This design comes from an exercise in tuning for small area, a short achievable clock period and few clock cycles per item on the open sky130 flow, not from production work. Only simulation tests tie the RTL to the original design; equivalence was not proved. No activity file was given, so power comes from the tool's default toggle rates.

`flow/config.mk`:
```
export PLATFORM = sky130hd
export DESIGN_NAME = pid_heading_turn_controller_top
export DESIGN_NICKNAME = pid_heading_turn_controller_top
export VERILOG_FILES = /design/flow/design.v
export SDC_FILE = /design/flow/constraint.sdc
export NUM_CORES = 4
export LEC_CHECK = 0
export CAP_MARGIN = 20
export CORE_MARGIN = 2
export CORE_UTILIZATION = 40
export SLEW_MARGIN = 20
```
`flow/constraint.sdc`:
```
create_clock -name core_clock -period 16.0 [get_ports {clk}]
set_input_delay 3.2000 -clock core_clock [delete_from_list [all_inputs] [get_ports {clk}]]
set_output_delay 3.2000 -clock core_clock [all_outputs]
set_load 0.01 [all_outputs]
```
`flow/design.v`:
```
package phtc_pkg;
  localparam logic OP_START = 1'b0;
  localparam logic OP_TICK  = 1'b1;
  localparam logic [1:0] STATUS_RUN      = 2'd0;
  localparam logic [1:0] STATUS_CONVERGE = 2'd1;
  localparam logic [1:0] STATUS_TIMEOUT  = 2'd2;
  localparam logic [1:0] STATUS_IDLE     = 2'd3;
  localparam logic [2:0] REG_KP       = 3'd0;
  localparam logic [2:0] REG_KI       = 3'd1;
  localparam logic [2:0] REG_KD       = 3'd2;
  localparam logic [2:0] REG_PERIOD   = 3'd3;
  localparam logic [2:0] REG_ERR_TOL  = 3'd4;
  localparam logic [2:0] REG_PWR_TOL  = 3'd5;
  localparam logic signed [31:0] START_POWER = 32'sd25600;
  typedef struct packed {
    logic [15:0] kp_gain;
    logic [15:0] ki_gain;
    logic [15:0] kd_gain;
    logic [9:0]  period_ms;
    logic [14:0] error_tolerance;
    logic [15:0] power_tolerance;
  } cfg_t;
endpackage
import phtc_pkg::*;
module phtc_cfg
(
  input  logic        clk,
  input  logic        rst,
  input  logic        psel,
  input  logic        penable,
  input  logic        pwrite,
  input  logic [4:0]  paddr,
  input  logic [31:0] pwdata,
  output logic [31:0] prdata,
  output logic        pready,
  output phtc_pkg::cfg_t        cfg
);
  logic [2:0] reg_sel;
  logic       wr_en;
  assign reg_sel = paddr[4:2];
  assign pready  = 1'b1;
  assign wr_en   = psel && penable && pwrite;
  always_ff @(posedge clk) begin
    if (rst) begin
      cfg.kp_gain         <= 16'd0;
      cfg.ki_gain         <= 16'd0;
      cfg.kd_gain         <= 16'd0;
      cfg.period_ms       <= 10'd10;
      cfg.error_tolerance <= 15'd205;
      cfg.power_tolerance <= 16'd1280;
    end else if (wr_en) begin
      unique case (reg_sel)
        REG_KP:      cfg.kp_gain         <= pwdata[15:0];
        REG_KI:      cfg.ki_gain         <= pwdata[15:0];
        REG_KD:      cfg.kd_gain         <= pwdata[15:0];
        REG_PERIOD:  cfg.period_ms       <= pwdata[9:0];
        REG_ERR_TOL: cfg.error_tolerance <= pwdata[14:0];
        REG_PWR_TOL: cfg.power_tolerance <= pwdata[15:0];
        default: ;
      endcase
    end
  end
  always_comb begin
    unique case (reg_sel)
      REG_KP:      prdata = {16'd0, cfg.kp_gain};
      REG_KI:      prdata = {16'd0, cfg.ki_gain};
      REG_KD:      prdata = {16'd0, cfg.kd_gain};
      REG_PERIOD:  prdata = {22'd0, cfg.period_ms};
      REG_ERR_TOL: prdata = {17'd0, cfg.error_tolerance};
      REG_PWR_TOL: prdata = {16'd0, cfg.power_tolerance};
      default:     prdata = 32'd0;
    endcase
  end
endmodule
import phtc_pkg::*;
module phtc_core
(
  input  logic      clk,
  input  logic      rst,
  input  phtc_pkg::cfg_t               cfg,
  input  logic               cmd_valid,
  output logic               cmd_ready,
  input  logic               cmd_op,
  input  logic signed [15:0] cmd_target_angle,
  input  logic [15:0]        cmd_timeout_ms,
  input  logic signed [15:0] cmd_measured_angle,
  output logic               res_valid,
  input  logic               res_ready,
  output logic signed [7:0]  res_power_pct,
  output logic [1:0]         res_status
);
  logic               hold_valid;
  logic               hold_op;
  logic signed [15:0] hold_target;
  logic [15:0]        hold_timeout;
  logic signed [15:0] hold_meas;
  logic signed [15:0] goal_angle;
  logic [15:0]        time_limit;
  logic signed [16:0] prior_error;
  logic signed [31:0] error_sum;
  logic signed [31:0] drive_power;
  logic [15:0]        elapsed_ms;
  logic               running;
  logic signed [15:0] goal_angle_next;
  logic [15:0]        time_limit_next;
  logic signed [16:0] prior_error_next;
  logic signed [31:0] error_sum_next;
  logic signed [31:0] drive_power_next;
  logic [15:0]        elapsed_ms_next;
  logic               running_next;
  logic signed [7:0]  pct_next;
  logic [1:0]         status_next;
  logic advance;
  logic proc;
  logic signed [16:0] err;
  logic signed [16:0] start_err;
  logic signed [17:0] deriv;
  logic signed [32:0] sum_wide;
  logic signed [31:0] sum_sat;
  logic signed [33:0] p_kp;
  logic signed [48:0] p_ki;
  logic signed [34:0] p_kd;
  logic signed [50:0] acc;
  logic signed [38:0] acc_floor;
  logic signed [31:0] power_new;
  logic signed [31:0] power_adj;
  logic signed [23:0] pct_quot;
  logic signed [7:0]  pct_clamp;
  logic [16:0]        err_abs;
  logic [31:0]        power_abs;
  logic               converged;
  logic               timed_out;
  logic [16:0]        elapsed_sum;
  assign advance   = !res_valid || res_ready;
  assign cmd_ready = !hold_valid || advance;
  assign proc      = hold_valid && advance;
  always_ff @(posedge clk) begin
    if (rst) begin
      hold_valid <= 1'b0;
    end else if (cmd_ready) begin
      hold_valid <= cmd_valid;
    end
  end
  always_ff @(posedge clk) begin
    if (cmd_valid && cmd_ready) begin
      hold_op      <= cmd_op;
      hold_target  <= cmd_target_angle;
      hold_timeout <= cmd_timeout_ms;
      hold_meas    <= cmd_measured_angle;
    end
  end
  assign err       = 17'(goal_angle) - 17'(hold_meas);
  assign start_err = 17'(hold_target) - 17'(hold_meas);
  assign deriv     = 18'(err) - 18'(prior_error);
  assign sum_wide  = 33'(error_sum) + 33'(err);
  always_comb begin
    if (sum_wide[32] != sum_wide[31]) begin
      sum_sat = sum_wide[32] ? 32'sh8000_0000 : 32'sh7fff_ffff;
    end else begin
      sum_sat = sum_wide[31:0];
    end
  end
  assign p_kp = 34'(err) * 34'($signed({1'b0, cfg.kp_gain}));
  assign p_ki = 49'(sum_sat) * 49'($signed({1'b0, cfg.ki_gain}));
  assign p_kd = 35'(deriv) * 35'($signed({1'b0, cfg.kd_gain}));
  assign acc  = 51'(p_kp) + 51'(p_ki) + 51'(p_kd);
  assign acc_floor = acc[50:12];
  always_comb begin
    if (acc_floor[38:31] != {8{acc_floor[31]}}) begin
      power_new = acc_floor[38] ? 32'sh8000_0000 : 32'sh7fff_ffff;
    end else begin
      power_new = acc_floor[31:0];
    end
  end
  assign power_adj = power_new[31] ? (power_new + 32'sd255) : power_new;
  assign pct_quot  = power_adj[31:8];
  always_comb begin
    if (pct_quot > 24'sd100) begin
      pct_clamp = 8'sd100;
    end else if (pct_quot < -24'sd100) begin
      pct_clamp = -8'sd100;
    end else begin
      pct_clamp = pct_quot[7:0];
    end
  end
  assign err_abs     = prior_error[16] ? 17'(-prior_error) : 17'(prior_error);
  assign power_abs   = drive_power[31] ? 32'(-drive_power) : 32'(drive_power);
  assign converged   = (err_abs <= {2'b00, cfg.error_tolerance}) &&
                       (power_abs <= {16'd0, cfg.power_tolerance});
  assign timed_out   = (time_limit != 16'd0) && (elapsed_ms > time_limit);
  assign elapsed_sum = {1'b0, elapsed_ms} + {7'd0, cfg.period_ms};
  always_comb begin
    goal_angle_next  = goal_angle;
    time_limit_next  = time_limit;
    prior_error_next = prior_error;
    error_sum_next   = error_sum;
    drive_power_next = drive_power;
    elapsed_ms_next  = elapsed_ms;
    running_next     = running;
    pct_next         = 8'sd0;
    status_next      = STATUS_IDLE;
    if (hold_op == OP_START) begin
      goal_angle_next  = hold_target;
      time_limit_next  = hold_timeout;
      prior_error_next = start_err;
      error_sum_next   = 32'sd0;
      drive_power_next = START_POWER;
      elapsed_ms_next  = 16'd0;
      running_next     = 1'b1;
      status_next      = STATUS_RUN;
    end else if (!running) begin
      status_next = STATUS_IDLE;
    end else if (converged) begin
      running_next = 1'b0;
      status_next  = STATUS_CONVERGE;
    end else if (timed_out) begin
      running_next = 1'b0;
      status_next  = STATUS_TIMEOUT;
    end else begin
      prior_error_next = err;
      error_sum_next   = sum_sat;
      drive_power_next = power_new;
      elapsed_ms_next  = elapsed_sum[16] ? 16'hffff : elapsed_sum[15:0];
      pct_next         = pct_clamp;
      status_next      = STATUS_RUN;
    end
  end
  always_ff @(posedge clk) begin
    if (rst) begin
      goal_angle  <= 16'sd0;
      time_limit  <= 16'd0;
      prior_error <= 17'sd0;
      error_sum   <= 32'sd0;
      drive_power <= 32'sd0;
      elapsed_ms  <= 16'd0;
      running     <= 1'b0;
    end else if (proc) begin
      goal_angle  <= goal_angle_next;
      time_limit  <= time_limit_next;
      prior_error <= prior_error_next;
      error_sum   <= error_sum_next;
      drive_power <= drive_power_next;
      elapsed_ms  <= elapsed_ms_next;
      running     <= running_next;
    end
  end
  always_ff @(posedge clk) begin
    if (rst) begin
      res_valid <= 1'b0;
    end else if (advance) begin
      res_valid <= hold_valid;
    end
  end
  always_ff @(posedge clk) begin
    if (proc) begin
      res_power_pct <= pct_next;
      res_status    <= status_next;
    end
  end
endmodule
import phtc_pkg::*;
module pid_heading_turn_controller_top
(
  input  logic        clk,
  input  logic        rst,
  input  logic        cmd_valid,
  output logic        cmd_ready,
  input  logic        cmd_op,
  input  logic [15:0] cmd_target_angle,
  input  logic [15:0] cmd_timeout_ms,
  input  logic [15:0] cmd_measured_angle,
  output logic        res_valid,
  input  logic        res_ready,
  output logic [7:0]  res_power_pct,
  output logic [1:0]  res_status,
  input  logic        psel,
  input  logic        penable,
  input  logic        pwrite,
  input  logic [4:0]  paddr,
  input  logic [31:0] pwdata,
  output logic [31:0] prdata,
  output logic        pready
);
  phtc_pkg::cfg_t cfg;
  phtc_cfg u_cfg (
    .clk     (clk),
    .rst     (rst),
    .psel    (psel),
    .penable (penable),
    .pwrite  (pwrite),
    .paddr   (paddr),
    .pwdata  (pwdata),
    .prdata  (prdata),
    .pready  (pready),
    .cfg     (cfg)
  );
  phtc_core u_core (
    .clk                (clk),
    .rst                (rst),
    .cfg                (cfg),
    .cmd_valid          (cmd_valid),
    .cmd_ready          (cmd_ready),
    .cmd_op             (cmd_op),
    .cmd_target_angle   (cmd_target_angle),
    .cmd_timeout_ms     (cmd_timeout_ms),
    .cmd_measured_angle (cmd_measured_angle),
    .res_valid          (res_valid),
    .res_ready          (res_ready),
    .res_power_pct      (res_power_pct),
    .res_status         (res_status)
  );
endmodule
```
`flow/run.sh`:
```
#!/bin/bash
# synth_recipe.tcl (not shown) runs the flow's synth.tcl, then flattens the netlist and writes it again
# the make line also repeats each setting of config.mk as NAME=value (left out here)
make -C /OpenROAD-flow-scripts/flow DESIGN_CONFIG=/design/flow/config.mk WORK_HOME=/design/flow/orfs CLKGATE_MAP_FILE= SYNTH_SCRIPT=/design/flow/synth_recipe.tcl finish
```
==> run notes <==
==> kinds of logic (layout without fill, tap and decap cells) <==
kind of cell | Yosys count | count (layout) | synth area share, %
other | 2 | 19 | 0.0124
and+or+nand+nor | 2001 | 2001 | 15.9
DFF | 280 | 280 | 10.2
xor gates and xnor gates | 120 | 120 | 1.73
adders and majority gates | 1713 | 1713 | 51.3
muxes | 40 | 40 | 0.679
buffers and inverters | 1790 | 2146 | 11.3
AOI/OAI and AO/OA | 815 | 815 | 8.77
==> final cells by class <==
class	instances	area, um^2
clock buffer	52	1100
sequential	280	6200
clock inverter	16	175
timing repair buffer	610	5060
antenna	2	5.00
multi-input combinational	4706	48300
inverter	1468	5510
tap	2016	2520
fill	14517	81300
==> worst paths after layout <==
path | from | end | slack (ns) | cells after the start
setup reg to reg | u_core.hold_meas[0] | u_core.res_power_pct[6] | 0.53 | 66
setup / recovery | u_core.hold_meas[0] | u_core.res_power_pct[6] | 0.53 | 66
hold reg to reg | u_core.error_sum[11] | u_core.error_sum[11] | 0.45 | 2
hold / removal | u_core.error_sum[11] | u_core.error_sum[11] | 0.45 | 2
==> Yosys cell counts, types with 28 or more instances <==
cell / count / share of area (%)
dfxtp_1: 221 / 7.3
ha_1: 395 / 8.2
inv_1: 1464 / 9.1
o21ai_0: 141 / 1.2
edfxtp_1: 59 / 2.9
nand4_1: 34 / 0.35
a21o_1: 47 / 0.58
a211oi_1: 28 / 0.35
nand3_1: 44 / 0.36
a22oi_1: 39 / 0.48
a21oi_1: 265 / 2.2
and2_1: 517 / 5.3
nor2b_1: 53 / 0.55
nor2_1: 212 / 1.3
clkbuf_1: 260 / 1.6
nor3_1: 53 / 0.44
mux2i_1: 31 / 0.51
o21a_1: 33 / 0.41
nand2_1: 946 / 5.9
xnor2_1: 93 / 1.3
fa_1: 1299 / 43
==> worst register-to-register path, delay by kind of cell, from the launching register on <==
family                     cells  cell delay, ns
and+or+nand+nor                9            2.25
AOI/OAI and AO/OA             26            4.28
adders and majority gates     14            6.31
DFF                            1            0.37
xor gates and xnor gates       1            0.13
buffers and inverters         16            1.86
==> power by group through the flow <==
stage | Clock [W] | Combinational (W) | Sequential (W)
after floorplan | 0 | 0.000804 | 0.000764
after global placement | 0 | 0.00150 | 0.000772
after detailed placement | 0 | 0.00151 | 0.000773
after CTS | 0.000882 | 0.00153 | 0.000758
after global routing | 0.000910 | 0.00170 | 0.000759
final | 0.000867 | 0.00157 | 0.000758
==> metrics by stage <==
| step | power (W) | utilization (%) | std cells |
|---|---|---|---|
| 2_1_floorplan | 0.00157 | - | 6776 |
| 3_3_place_gp | 0.00228 | 44.6 | 9066 |
| 3_5_place_dp | 0.00228 | 44.6 | 9067 |
| 4_1_cts | 0.00317 | 45.5 | 9137 |
| 5_1_grt | 0.00337 | 45.9 | 9149 |
| 6_report | 0.00319 | 45.9 | 9150 |
==> repair_timing <==
item,in CTS,in global routing
gates resized for setup,26,114
setup endpoints to repair,14,39
setup buffers,2,11
pin swaps,5,36
==> flip-flops by register name, summed over array words and instances (netlist names) <==
signal / cells
u_core.res_valid: 1
u_core.hold_target: 16
u_core.error_sum: 32
u_core.prior_error: 17
u_core.running: 1
u_core.hold_valid: 1
u_core.hold_timeout: 16
u_core.goal_angle: 16
u_core.hold_meas: 16
u_core.res_status: 2
u_cfg.cfg: 89
u_core.time_limit: 16
u_core.res_power_pct: 8
u_core.drive_power: 32
u_core.elapsed_ms: 16
u_core.hold_op: 1
==> per-layer routing <==
metal  vias to the layer above  wire length (um)  GRT usage [%]
li1                      21307                 -              -
met1                     24087             75300           31.9
met2                      1178             81600           37.9
met3                       211             11600           3.05
met4                         2              4900           5.98
met5                         -                19              0
==> impl_metrics.env <==
export IMPL_critical_path_required_ns=16.31
export IMPL_htreeDepth=2
export IMPL_vias=46785
export IMPL_insertion_delay_ns=0.58
export IMPL_pwr_share_seq_pct=23.7
export IMPL_max_freq_ghz=0.0647
export IMPL_grt_pass1_vias=49934
export IMPL_path_clk_slew_ns=0.06
export IMPL_synth_edf_count=59
export IMPL_first_iter_violations=3092
export IMPL_fin_skew_ns=0.0294
export IMPL_avgSynthCellArea_um2=8.97
export IMPL_combPwrFrac_pct=49.1
export IMPL_final_hold_viol_count=0
export IMPL_vias_per_cell=5.11
export IMPL_p_per_area_nw_per_um2=46.4
export IMPL_ant_nets=0
export IMPL_mostFrequentLayoutCells="inv_1 (1463), fa_1 (1285), nand2_1 (945), and2_1 (514), buf_4 (485)"
export IMPL_final_common_cell="inv_1"
export IMPL_start_util_pct=40.4
export IMPL_cap_viol_max_count=0
export IMPL_internal_power_w=0.00188
export IMPL_finalInstanceArea_um2=68900
export IMPL_place_hpwl_mm=147
export IMPL_synthDistinctLibCells=100
export IMPL_dieArea_um2=155000
export IMPL_relSlewSlack_pct=22.2
export IMPL_final_nets=8890
export IMPL_ys_ff_latch=280
export IMPL_grt_max_degree=86
export IMPL_start_kind="flip-flop"
export IMPL_swShare_pct=41.2
export IMPL_period_needed_ns=15.47
export IMPL_worst_slew_pin_slew_ns=1.17
export IMPL_drive_above_1_share_pct=10.4
export IMPL_wl_per_cell_um=19.0
export IMPL_worst_slack_ns=0.533
export IMPL_cts_sinks=280
export IMPL_grt_first_pass_wirelength_mm=282
export IMPL_crit_path_max_fanout=18
export IMPL_cts_tree="built"
export IMPL_cp_slowest_stage_delay_ns=0.63
export IMPL_antenna_found_initial=6
export IMPL_cts_buffers=37
export IMPL_critPathSlowestCell="fa_2"
export IMPL_slew_viol_final=0
export IMPL_grt_util_all_layers_pct=23.0
export IMPL_io_buffer_count=102
export IMPL_worst_hold_path_type="reg -> reg"
export IMPL_die_h_um=393
export IMPL_gp_congestion=0.931
export IMPL_place_ws_ns=-0.718
export IMPL_yosysSeqAreaShare_pct=10.2
export IMPL_async_flop_share_pct=0
export IMPL_pin_count=138
export IMPL_cp_num_buf_inv=16
export IMPL_ctsLongestPathBuffers=3
export IMPL_peakVddDrop_mv=0.0705
export IMPL_holdBufCountCts=0
export IMPL_path_class="reg -> reg"
export IMPL_outcome="timing/DRC/antenna clean"
export IMPL_cpMostUsedCell="buf_4"
export IMPL_firstDrtPassIters=6
export IMPL_dpl_cell_area_um2=67000
export IMPL_syn_inst=6761
export IMPL_finalCritPeriodShare_pct=96.7
export IMPL_fin_setup_tns_ns=0
export IMPL_ys_flop_type="dfxtp_1"
export IMPL_leakage_nw=34.4
export IMPL_cts_root_buf="clkbuf_16"
export IMPL_clkPwrFrac_pct=27.2
export IMPL_crit_arrival_ns=15.78
export IMPL_core_um2=150000
export IMPL_num_rows=142
export IMPL_gr_total_overflow=0
export IMPL_switchingPower_w=0.00132
export IMPL_die_w_um=393
export IMPL_area_growth_pct=13.6
export IMPL_wl_mm=173
export IMPL_setup_viol=0
export IMPL_whs_ns=0.451
export IMPL_crit_family="adder cells"
export IMPL_worstSetupEndpointType="flip-flop"
export IMPL_syn_area_um2=60600
export IMPL_drc=0
export IMPL_synth_warnings=2
Testbench counts, summed over its fixed seeds: cycles 12,096, items 12,000.

-- afterwards: timing with drivers on the ports --
No port has a modelled driver above. Below, the same layout with a new extraction and two added sets of constraints.
Step 1, drivers: a clkbuf_16 drives clk and a buf_2 each remaining input, both assumed.
Step 2 moves the port delays by t, midway between the first and last clock arrival at a register: inputs arrive t later, outputs are due t later. That takes back most of the time a late clock gives input paths.
a / b / c = no drivers / after step 1 / after step 2; a / b = the first two.
t (ns): 0.629
setup slack, ns: 0.533 / 0.533 / 0.533
clock arrival spread, ns: 0.030 / 0.029
After both steps setup and hold are still met in this run. For this run, drivers alone change the setup slack by 0.000 ns; drivers and shift together by 0.000 ns.
